This design comes from an exercise in tuning for small area on the open sky130 flow, not from production work. Function not checked in this run: the RTL went through the layout flow alone. Power figures rest on the tool's default switching activity, not on a simulated workload.

`flow/run.sh`:
```
#!/bin/bash
# synth_recipe.tcl (not shown) runs the flow's synth.tcl, then flattens the netlist and writes it again
# the make line also repeats each setting of config.mk as NAME=value (left out here)
make -C /OpenROAD-flow-scripts/flow DESIGN_CONFIG=/design/flow/config.mk WORK_HOME=/design/flow/orfs CLKGATE_MAP_FILE= SYNTH_SCRIPT=/design/flow/synth_recipe.tcl finish
```
`flow/config.mk`:
```
export PLATFORM = sky130hd
export DESIGN_NAME = processor_core_top
export DESIGN_NICKNAME = processor_core_top
export VERILOG_FILES = /design/flow/design.v
export SDC_FILE = /design/flow/constraint.sdc
export NUM_CORES = 4
export LEC_CHECK = 0
export CAP_MARGIN = 20
export CORE_MARGIN = 2
export CORE_UTILIZATION = 40
export SLEW_MARGIN = 20
export SYNTH_HIERARCHICAL = 1
export SYNTH_MINIMUM_KEEP_SIZE = 0
```
`flow/constraint.sdc`:
```
create_clock -name core_clock -period 10.0 [get_ports {clk}]
set_input_delay 2.0000 -clock core_clock [delete_from_list [all_inputs] [get_ports {clk}]]
set_output_delay 2.0000 -clock core_clock [all_outputs]
set_load 0.01 [all_outputs]
```
`flow/design.v`:
```
module pc_rf_wbit (
    input  logic e, input logic x,
    input  logic w, input logic y,
    input  logic h, input logic q,
    output logic d
);
    assign d = (e & x) | (w & y) | (h & q);
endmodule
module pc_rf_rbit (
    input  logic [15:0] sn,
    input  logic [15:0] d,
    input  logic        lv,
    output logic        on
);
    assign on = ~(lv & (&(sn | d)));
endmodule
module pc_mux2i (
    input  logic s, input logic a0, input logic a1,
    output logic y
);
    assign y = ~(s ? a1 : a0);
endmodule
module pc_shmask (
    input  logic el, input logic gl, input logic er, input logic gr, input logic z,
    input  logic rot, input logic fill,
    output logic opn
);
    logic keep;
    assign keep = (el & gl) | (er & gr) | z;
    assign opn  = ~(keep ? rot : fill);
endmodule
module pc_lut2 (
    input  logic a, input logic b, input logic [3:0] t,
    output logic y
);
    assign y = t[{b, a}];
endmodule
module pc_cblk4 (
    input  logic [3:0] p,
    input  logic [3:0] g,
    input  logic       ci,
    output logic [3:0] s,
    output logic       bg,
    output logic       bp
);
    logic [4:0] lc;
    logic [3:0] pp;
    assign lc[0] = 1'b0;
    assign pp[0] = 1'b1;
    for (genvar j = 0; j < 4; j++) begin : g_b
        assign lc[j+1] = g[j] | (p[j] & lc[j]);
        if (j > 0) begin : g_pp
            assign pp[j] = pp[j-1] & p[j-1];
        end
        assign s[j] = p[j] ^ (lc[j] | (pp[j] & ci));
    end
    assign bg = lc[4];
    assign bp = pp[3] & p[3];
endmodule
module pc_alu (
    input  logic [31:0] rn_n,      
    input  logic [31:0] rm_n,      
    input  logic [3:0]  opcode,
    input  logic [4:0]  shamt,
    input  logic [1:0]  shtype,
    input  logic        c_in,
    output logic [31:0] res,
    output logic        arith,
    output logic        c_out,
    output logic        v_out
);
    logic lsl, lsr, asr, ror, sh0, rrx, rsh;
    assign sh0 = (shamt == 5'd0);
    assign lsl = (shtype == 2'b00);
    assign lsr = (shtype == 2'b01);
    assign asr = (shtype == 2'b10);
    assign ror = (shtype == 2'b11);
    assign rrx = ror && sh0;
    assign rsh = (lsr || asr) && !sh0;
    logic [4:0] amt;
    assign amt = lsl ? (5'd0 - shamt) : (rrx ? 5'd1 : shamt);
    logic [31:0] lv [6];
    assign lv[0] = rm_n;
    for (genvar k = 0; k < 5; k++) begin : g_lv
        for (genvar j = 0; j < 32; j++) begin : g_b
            pc_mux2i u (.s(amt[k]), .a0(lv[k][j]), .a1(lv[k][(j + (1 << k)) % 32]), .y(lv[k+1][j]));
        end
    end
    logic [31:0] rot;
    assign rot = lv[5];
    logic [7:0] eql, eqr, zk;
    logic [3:0] ge;
    logic       rm31, fill, fill31;
    assign rm31 = ~rm_n[31];
    for (genvar kk = 0; kk < 8; kk++) begin : g_k
        assign eql[kk] = lsl && (shamt[4:2] == 3'(kk));
        assign eqr[kk] = rsh && (shamt[4:2] == 3'(kk));
        assign zk[kk]  = (lsl && (3'(kk) > shamt[4:2])) || (rsh && (3'(7 - kk) > shamt[4:2]))
                         || ror;
    end
    for (genvar m = 0; m < 4; m++) begin : g_m
        assign ge[m] = (2'(m) >= shamt[1:0]);
    end
    logic z31;
    assign z31    = (lsl && (3'd7 > shamt[4:2])) || (ror && !sh0);
    assign fill   = asr && rm31;
    assign fill31 = rrx ? c_in : fill;
    logic [31:0] op2_n;
    for (genvar j = 0; j < 32; j++) begin : g_op2
        if (j == 31) begin : g_top
            pc_shmask u (.el(eql[7]), .gl(ge[3]), .er(eqr[0]), .gr(ge[0]), .z(z31),
                         .rot(rot[31]), .fill(fill31), .opn(op2_n[31]));
        end else begin : g_mid
            pc_shmask u (.el(eql[j / 4]), .gl(ge[j % 4]), .er(eqr[7 - j / 4]), .gr(ge[3 - j % 4]),
                         .z(zk[j / 4]), .rot(rot[j]), .fill(fill), .opn(op2_n[j]));
        end
    end
    logic sh_c;
    assign sh_c = lsl ? (sh0 ? c_in : rot[0]) : rot[31];
    logic [3:0] tp, tg;
    logic       cin;
    always_comb begin
        tg = 4'b0000;
        cin = 1'b0;
        arith = 1'b1;
        case (opcode)
            4'h0, 4'h8: begin tp = 4'b1000; arith = 1'b0; end            
            4'h1, 4'h9: begin tp = 4'b0110; arith = 1'b0; end            
            4'h2, 4'hA: begin tp = 4'b1001; tg = 4'b0010; cin = 1'b1; end  
            4'h3:       begin tp = 4'b1001; tg = 4'b0100; cin = 1'b1; end  
            4'h4, 4'hB: begin tp = 4'b0110; tg = 4'b1000; end            
            4'h5:       begin tp = 4'b0110; tg = 4'b1000; cin = c_in; end  
            4'h6:       begin tp = 4'b1001; tg = 4'b0010; cin = c_in; end  
            4'h7:       begin tp = 4'b1001; tg = 4'b0100; cin = c_in; end  
            4'hC:       begin tp = 4'b1110; arith = 1'b0; end            
            4'hD:       begin tp = 4'b1100; arith = 1'b0; end            
            4'hE:       begin tp = 4'b0010; arith = 1'b0; end            
            default:    begin tp = 4'b0011; arith = 1'b0; end            
        endcase
    end
    logic [3:0] tpx, tgx;
    assign tpx = {tp[0], tp[1], tp[2], tp[3]};
    assign tgx = {tg[0], tg[1], tg[2], tg[3]};
    logic [31:0] p, g;
    for (genvar j = 0; j < 32; j++) begin : g_pg
        pc_lut2 up (.a(rn_n[j]), .b(op2_n[j]), .t(tpx), .y(p[j]));
        pc_lut2 ug (.a(rn_n[j]), .b(op2_n[j]), .t(tgx), .y(g[j]));
    end
    logic [8:0] bc;
    logic [7:0] bg, bp;
    assign bc[0] = cin;
    for (genvar k = 0; k < 8; k++) begin : g_blk
        pc_cblk4 u (.p(p[4*k +: 4]), .g(g[4*k +: 4]), .ci(bc[k]), .s(res[4*k +: 4]),
                    .bg(bg[k]), .bp(bp[k]));
        assign bc[k+1] = bg[k] | (bp[k] & bc[k]);
    end
    logic c31;
    assign c31 = g[30] | (p[30] & (res[30] ^ p[30]));
    assign c_out = arith ? bc[8] : sh_c;
    assign v_out = bc[8] ^ c31;
endmodule
module processor_core_top (
    input  logic        clk,
    input  logic        rst_n,
    input  logic [31:0] if_instr,
    input  logic        if_instr_valid,
    input  logic        ext_wr_valid,
    input  logic [3:0]  ext_wr_addr,
    input  logic [31:0] ext_wr_data,
    output logic [31:0] result,
    output logic        result_valid,
    output logic [3:0]  flags
);
    logic [31:0] r_regs [16];
    logic [15:0] r_live;
    logic [3:0]  r_flags;
    logic [31:0] r_result;
    logic        r_result_valid;
    logic [3:0]  w_cond, w_opcode, w_rn_idx, w_rd_idx, w_rm_idx;
    logic [2:0]  w_class;
    logic        w_s, w_bit4;
    logic        w_n, w_z, w_c, w_v;
    assign w_cond    = if_instr[31:28];
    assign w_class   = if_instr[27:25];
    assign w_opcode  = if_instr[24:21];
    assign w_s       = if_instr[20];
    assign w_rn_idx  = if_instr[19:16];
    assign w_rd_idx  = if_instr[15:12];
    assign w_rm_idx  = if_instr[3:0];
    assign w_bit4    = if_instr[4];
    assign {w_n, w_z, w_c, w_v} = r_flags;
    logic [15:0] w_rn_seln, w_rm_seln;
    logic [31:0] w_rn_n, w_rm_n;
    logic        w_rn_live, w_rm_live;
    always_comb begin
        for (int i = 0; i < 16; i++) begin
            w_rn_seln[i] = !(w_rn_idx == 4'(i));
            w_rm_seln[i] = !(w_rm_idx == 4'(i));
        end
    end
    assign w_rn_live = r_live[w_rn_idx];
    assign w_rm_live = r_live[w_rm_idx];
    for (genvar b = 0; b < 32; b++) begin : g_rd
        logic [15:0] col;
        for (genvar i = 0; i < 16; i++) begin : g_col
            assign col[i] = r_regs[i][b];
        end
        pc_rf_rbit u_rn (.sn(w_rn_seln), .d(col), .lv(w_rn_live), .on(w_rn_n[b]));
        pc_rf_rbit u_rm (.sn(w_rm_seln), .d(col), .lv(w_rm_live), .on(w_rm_n[b]));
    end
    logic w_cond_pass;
    always_comb begin
        case (w_cond)
            4'h0: w_cond_pass = w_z;
            4'h1: w_cond_pass = !w_z;
            4'h2: w_cond_pass = w_c;
            4'h3: w_cond_pass = !w_c;
            4'h4: w_cond_pass = w_n;
            4'h5: w_cond_pass = !w_n;
            4'h6: w_cond_pass = w_v;
            4'h7: w_cond_pass = !w_v;
            4'h8: w_cond_pass = w_c && !w_z;
            4'h9: w_cond_pass = !w_c || w_z;
            4'hA: w_cond_pass = (w_n == w_v);
            4'hB: w_cond_pass = (w_n != w_v);
            4'hC: w_cond_pass = !w_z && (w_n == w_v);
            4'hD: w_cond_pass = w_z || (w_n != w_v);
            4'hE: w_cond_pass = 1'b1;
            default: w_cond_pass = 1'b0;
        endcase
    end
    logic [31:0] w_alu;
    logic        w_arith, w_c_new, w_v_new;
    pc_alu u_alu (
        .rn_n(w_rn_n), .rm_n(w_rm_n), .opcode(w_opcode), .shamt(if_instr[11:7]),
        .shtype(if_instr[6:5]), .c_in(w_c),
        .res(w_alu), .arith(w_arith), .c_out(w_c_new), .v_out(w_v_new)
    );
    logic w_is_cmp, w_exec, w_wb;
    assign w_is_cmp = (w_opcode[3:2] == 2'b10);
    assign w_exec   = if_instr_valid && (w_class == 3'b000) && !w_bit4 && w_cond_pass
                      && (!w_is_cmp || w_s);
    assign w_wb     = w_exec && !w_is_cmp;
    logic [15:0] w_ext_hit, w_wb_hit, w_hold;
    always_comb begin
        for (int i = 0; i < 16; i++) begin
            w_ext_hit[i] = ext_wr_valid && (ext_wr_addr == 4'(i));
            w_wb_hit[i]  = w_wb && (w_rd_idx == 4'(i)) && !w_ext_hit[i];
            w_hold[i]    = !w_ext_hit[i] && !w_wb_hit[i];
        end
    end
    for (genvar i = 0; i < 16; i++) begin : g_reg
        logic [31:0] nxt;
        for (genvar b = 0; b < 32; b++) begin : g_bit
            pc_rf_wbit u_w (
                .e(w_ext_hit[i]), .x(ext_wr_data[b]),
                .w(w_wb_hit[i]),  .y(w_alu[b]),
                .h(w_hold[i]),    .q(r_regs[i][b]),
                .d(nxt[b])
            );
        end
        always_ff @(posedge clk) r_regs[i] <= nxt;
    end
    always_ff @(posedge clk or negedge rst_n) begin
        if (!rst_n) r_live <= 16'd0;
        else        r_live <= r_live | (w_ext_hit | w_wb_hit);
    end
    always_ff @(posedge clk or negedge rst_n) begin
        if (!rst_n) begin
            r_flags        <= 4'b0000;
            r_result       <= 32'd0;
            r_result_valid <= 1'b0;
        end else begin
            r_result_valid <= w_exec;
            if (w_exec) r_result <= w_alu;
            if (w_exec && w_s) begin
                r_flags[3] <= w_alu[31];
                r_flags[2] <= (w_alu == 32'd0);
                r_flags[1] <= w_c_new;
                r_flags[0] <= w_arith ? w_v_new : w_v;
            end
        end
    end
    assign result       = r_result;
    assign result_valid = r_result_valid;
    assign flags        = r_flags;
endmodule
```
==> impl_table.tex <==
\begin{tabular}{lr}
\hline
Metric & Value \\
\hline
\multicolumn{2}{l}{\textbf{Outcome}} \\
Result of the run & complete, no violations \\
\multicolumn{2}{l}{\textbf{STA}} \\
Final number of hold-violating endpoints & 0 \\
Final number of max-transition violations & 0 \\
Final setup vio count & 0 \\
Fmax & 0.1114 GHz \\
Slew of the pin with the lowest slew margin & 1.271 ns \\
Setup repair after global routing missed its margin & false \\
Final worst-path cycle share & 0.8977 \\
Maximum clock skew at final layout & 0.02619 ns \\
Post-route minimum period & 8.977 ns \\
Tightest slew margin relative to the limit & 0.1508 \\
Fin Setup TNS & 0 ns \\
\multicolumn{2}{l}{\textbf{Yosys}} \\
Yosys warns & 12 \\
Post-synthesis cell type count & 73 \\
EDFF count, synth & 0 \\
Number of synthesized register bits & 565 \\
Area fraction of the dominant cell type after synthesis & 0.3305 \\
Share of synthesized flip-flops with an asynchronous set or reset & 0.09381 \\
Netlist Area Pre-Place & 0.03101 mm² \\
Post-synth top area cell & sky130\_fd\_sc\_hd\_\_dfxtp\_1 \\
Number of instances in the synthesized netlist & 3,261 \\
Leading register cell type out of synthesis & sky130\_fd\_sc\_hd\_\_dfxtp\_1 \\
Top cells by area in the synthesized netlist & sky130\_fd\_sc\_hd\_\_dfxtp\_1 (33\%), sky130\_fd\_sc\_hd\_\_a222oi\_1 (17\%), sky130\_fd\_sc\_hd\_\_o22ai\_1 (9.1\%) \\
Portion of the post-synthesis area used by sequential elements & 0.3733 \\
Average size of a mapped cell & 9.509 µm² \\
\multicolumn{2}{l}{\textbf{Global routing}} \\
Initial antenna violation count & 6 \\
Overall Global Routing Usage & 0.3766 \\
Most Used Layer, Global Route & met2 \\
Largest net degree at the start of global routing & 38 \\
Gr ovfl total & 0 \\
Fraction of met2 tracks used by global routing & 0.5386 \\
Global routing usage on met1 & 0.4870 \\
Via count of the first global-routing pass & 32,049 \\
Grt met3 use & 0.1149 \\
First-pass GRT wire length & 220.0 mm \\
\multicolumn{2}{l}{\textbf{Critical path}} \\
CP Capture Type & register \\
Minimum setup slack among reg-to-reg paths & 2.93 ns \\
Highest fanout seen on the critical path & 32 \\
Worst setup path category & primary input to register \\
Arrival time of data at the critical path endpoint & 9.47 ns \\
Reg2reg path depth & 28 \\
Cell type of the slowest stage on the worst timing path & sky130\_fd\_sc\_hd\_\_mux4\_2 \\
CP peak stage delay & 0.85 ns \\
Critical Path Source Type & primary input \\
Most used cell, CP & sky130\_fd\_sc\_hd\_\_mux2i\_1 \\
Reg2Reg Launch Point & r\_live[1] \\
Capture instance of the worst register-to-register path & r\_flags[0] \\
Required arrival time at the worst endpoint & 10.49 ns \\
\multicolumn{2}{l}{\textbf{Clock tree}} \\
Number of setup buffers added after CTS & 0 \\
CTS tree & built \\
Clk pin slew, worst setup/hold paths & 0.06 ns \\
Sinks on the clock net & 565 \\
Cts-stage hold buffer count & 0 \\
Maximum buffer depth of the clock tree & 3 \\
Resized Gates After CTS & 0 \\
Root cell of the clock tree & sky130\_fd\_sc\_hd\_\_clkbuf\_16 \\
Clk\_lat worst skew & 0.63 ns \\
Number of buffers added by the clock tree synthesis step & 66 \\
Number of levels the H-tree was split into & 3 \\
\multicolumn{2}{l}{\textbf{Power and ir drop}} \\
Standby leakage power & 16.75 nW \\
Power per cell area & 246.2 mW/mm² \\
Peak supply drop & 0.1563 mV \\
\multicolumn{2}{l}{\textbf{Floorplan}} \\
Vertical die dimension & 282.4 µm \\
Number of ports placed on the die boundary & 109 \\
Starting Density & 0.4023 \\
Full die area & 0.07976 mm² \\
Area of the core & 0.07708 mm² \\
Row count & 102 \\
Horizontal extent of the die & 282.4 µm \\
\multicolumn{2}{l}{\textbf{Worst hold path}} \\
Worst Hold Path Cells & 1 \\
Endpoint of the worst hold path & r\_live[7] \\
HP Start & r\_live[7] \\
Kind of path behind the tightest hold check & register to register \\
\multicolumn{2}{l}{\textbf{Detailed routing}} \\
Post-Route WL & 155.1 mm \\
Number of DRC violations after detailed routing & 0 \\
Via/cell ratio & 7.245 \\
Via count & 34,001 \\
Antenna violation net count after detailed routing & 0 \\
Wire length per cell after detailed routing & 33.05 µm \\
Violation count after the first detailed-routing iteration & 8,378 \\
Initial DRT Pass Iterations & 13 \\
\multicolumn{2}{l}{\textbf{Layout}} \\
Layout cells sized above 1 & 0.1440 \\
Post-layout util & 0.4863 \\
Nets & 3,688 \\
Area Overhead vs Synth & 20.90\% \\
Number of filler cells placed in the layout & 7,367 \\
\multicolumn{2}{l}{\textbf{Place}} \\
Routability cong. & 1.063 \\
Number of input and output port buffers inserted & 108 \\
Detailed Place HPWL & 92.79 mm \\
\multicolumn{2}{l}{\textbf{Run}} \\
Number of max-cap violations & 0 \\
\hline
\end{tabular}
==> kinds of logic (layout without fill, tap and decap cells) <==
family / count (synthesis) / after routing / share of synthesized area
other cells: 2 / 49 / 0.0002422
mux: 306 / 306 / 0.1338
flops: 565 / 565 / 0.3733
compound gates: 1199 / 1199 / 0.3145
buf+inv: 558 / 903 / 0.07017
simple gates: 587 / 587 / 0.09365
xor+xnor: 29 / 29 / 0.008191
fa+ha+maj: 15 / 15 / 0.006053
==> stage by stage <==
| step | instance area, µm² | power (W) | instances | hold slack, ns | worst slack, ns |
|---|---|---|---|---|---|
| final | 37490 | 0.009228 | 4693 | 0.4925 | 1.023 |
| after global routing | 37490 | 0.009579 | 4693 | 0.5123 | 0.6613 |
| after CTS | 37490 | 0.009125 | 4692 | 0.4949 | 1.258 |
| after detailed placement | 35140 | 0.006501 | 4573 | 0.4811 | 0.6529 |
| after global placement | 35140 | 0.006480 | 4573 | 0.4718 | 0.6553 |
| after floorplan | 31180 | 0.005172 | 3307 | 0.4482 | 0.3047 |
==> modules after synthesis, one instance, submodules excluded <==
module	cells	flops+latches
pc_alu	138	0
pc_cblk4	15	0
pc_lut2	1	0
pc_mux2i	1	0
pc_rf_rbit	13	0
pc_rf_wbit	2	0
pc_shmask	2	0
processor_core_top	859	565
==> worst max-delay path: cells and delay by family <==
family | cells | cell delay, ns
multiplexers | 9 | 3.30
AO/OA/AOI/OAI | 10 | 1.94
AND/OR/NAND/NOR | 6 | 1.11
buffers and inverters | 2 | 0.76
XOR/XNOR | 2 | 0.30
==> cell usage after synthesis, types with 3 or more instances <==
library cell,instances
sky130_fd_sc_hd__buf_1,6
sky130_fd_sc_hd__nand3_1,86
sky130_fd_sc_hd__buf_2,4
sky130_fd_sc_hd__nand2_1,55
sky130_fd_sc_hd__mux2_4,31
sky130_fd_sc_hd__a221oi_2,32
sky130_fd_sc_hd__and4_2,8
sky130_fd_sc_hd__a222oi_1,512
sky130_fd_sc_hd__nor3_1,76
sky130_fd_sc_hd__buf_6,5
sky130_fd_sc_hd__o21ai_0,85
sky130_fd_sc_hd__a21o_1,5
sky130_fd_sc_hd__xnor2_1,10
sky130_fd_sc_hd__nand2b_1,13
sky130_fd_sc_hd__dfrtp_1,53
sky130_fd_sc_hd__ha_1,15
sky130_fd_sc_hd__mux2i_1,196
sky130_fd_sc_hd__a211o_1,13
sky130_fd_sc_hd__o21ai_1,9
sky130_fd_sc_hd__o31ai_1,3
sky130_fd_sc_hd__nor2b_1,12
sky130_fd_sc_hd__dfxtp_1,512
sky130_fd_sc_hd__mux2_2,5
sky130_fd_sc_hd__a31oi_1,4
sky130_fd_sc_hd__o21bai_2,8
sky130_fd_sc_hd__buf_4,5
sky130_fd_sc_hd__nor4_2,4
sky130_fd_sc_hd__nor4_1,79
sky130_fd_sc_hd__inv_1,524
sky130_fd_sc_hd__a21boi_0,3
sky130_fd_sc_hd__o21a_1,3
sky130_fd_sc_hd__nand3b_1,7
sky130_fd_sc_hd__mux4_2,74
sky130_fd_sc_hd__o22ai_1,450
sky130_fd_sc_hd__nor2_1,221
sky130_fd_sc_hd__a211oi_2,9
sky130_fd_sc_hd__xor2_1,19
sky130_fd_sc_hd__clkbuf_1,12
sky130_fd_sc_hd__a21oi_1,43
sky130_fd_sc_hd__nand4_1,5
sky130_fd_sc_hd__o211ai_1,5
==> registers in the layout (all words and copies together), names as in the netlist <==
name and flops:
r_result 32, r_live 16, r_flags 4, r_result_valid 1, r_regs 512
==> cell type report <==
type / instances / area, µm² / area share
Inverter: 524 / 1967 / 0.05247
Clock buffer: 94 / 1971 / 0.05257
Multi-Input combinational cell: 2184 / 18030 / 0.4809
Sequential cell: 565 / 11580 / 0.3088
Clock inverter: 25 / 371.6 / 0.009913
Timing Repair Buffer: 260 / 2270 / 0.06054
Antenna cell: 1 / 2.502 / 0.00006675
Tap cell: 1040 / 1301 / 0.03471
==> metal layers <==
layer / part of all wire / up-vias
met5: 0.0010 / -
met4: 0.074 / 10
met3: 0.16 / 672
met2: 0.40 / 2932
met1: 0.36 / 16216
li1: - / 14171
==> power by group <==
| part | switching [W] | leakage (nW) | internal [W] |
|---|---|---|---|
| combinational | 0.00206 | 10.7 | 0.00130 |
| clock | 0.00105 | 1.15 | 0.00159 |
| sequential | 0.000414 | 4.92 | 0.00281 |
==> placed cells by master, fill, tap and decap left out, drive strengths merged, types with 15 or more instances in the layout <==
master	synthesis	layout
ha	15	15
a221oi	33	33
inv	524	528
o21ai	94	94
mux4	74	74
nor2	222	222
clkbuf	14	94
buf	20	153
a222oi	512	512
mux2	36	36
dfxtp	512	512
xor2	19	19
nand3	86	86
o22ai	450	450
nor4	83	83
clkdlybuf4s50	0	107
conb	2	48
a21oi	45	45
nand2	55	55
nor3	76	76
mux2i	196	196
dfrtp	53	53
==> how the worst max path moves through the flow <==
stage	startpoint	end	slack, ns	depth (start not counted)
after floorplan	if_instr[7]	r_flags[0]	0.30	29
after global placement	if_instr[0]	r_flags[0]	0.66	29
after detailed placement	if_instr[0]	r_flags[0]	0.65	29
after CTS	if_instr[0]	r_flags[0]	1.26	29
after global routing	if_instr[0]	r_flags[0]	0.66	29
final	if_instr[0]	r_flags[0]	1.02	29

## static timing again, ports no longer ideal
In the flow no input, the clock included, has a driving cell. The finished layout below was timed again as built, in two steps. Step 1 sets driving cells, clkbuf_16 on the clock port and buf_2 on the other inputs (assumed; they add their load-dependent delay and slew). Step 2 times the ports against the registers' clock, not the clock port: input delays grow and output delays shrink by t, the midpoint of the rising clock arrivals with the driver on. Slacks: ideal ports / drivers / drivers and shift; pairs: ideal ports / drivers.
shift t [ns]: 0.684
setup slack, ns: 1.023 / 1.064 / 0.380
worst setup path after step 2: input to register
clock arrival spread, ns: 0.027 / 0.026
cell pins on the clock port's net: 1
After both steps this run still meets setup and hold. The setup slack of this run moves by +0.041 ns with the drivers and by -0.643 ns with both steps.
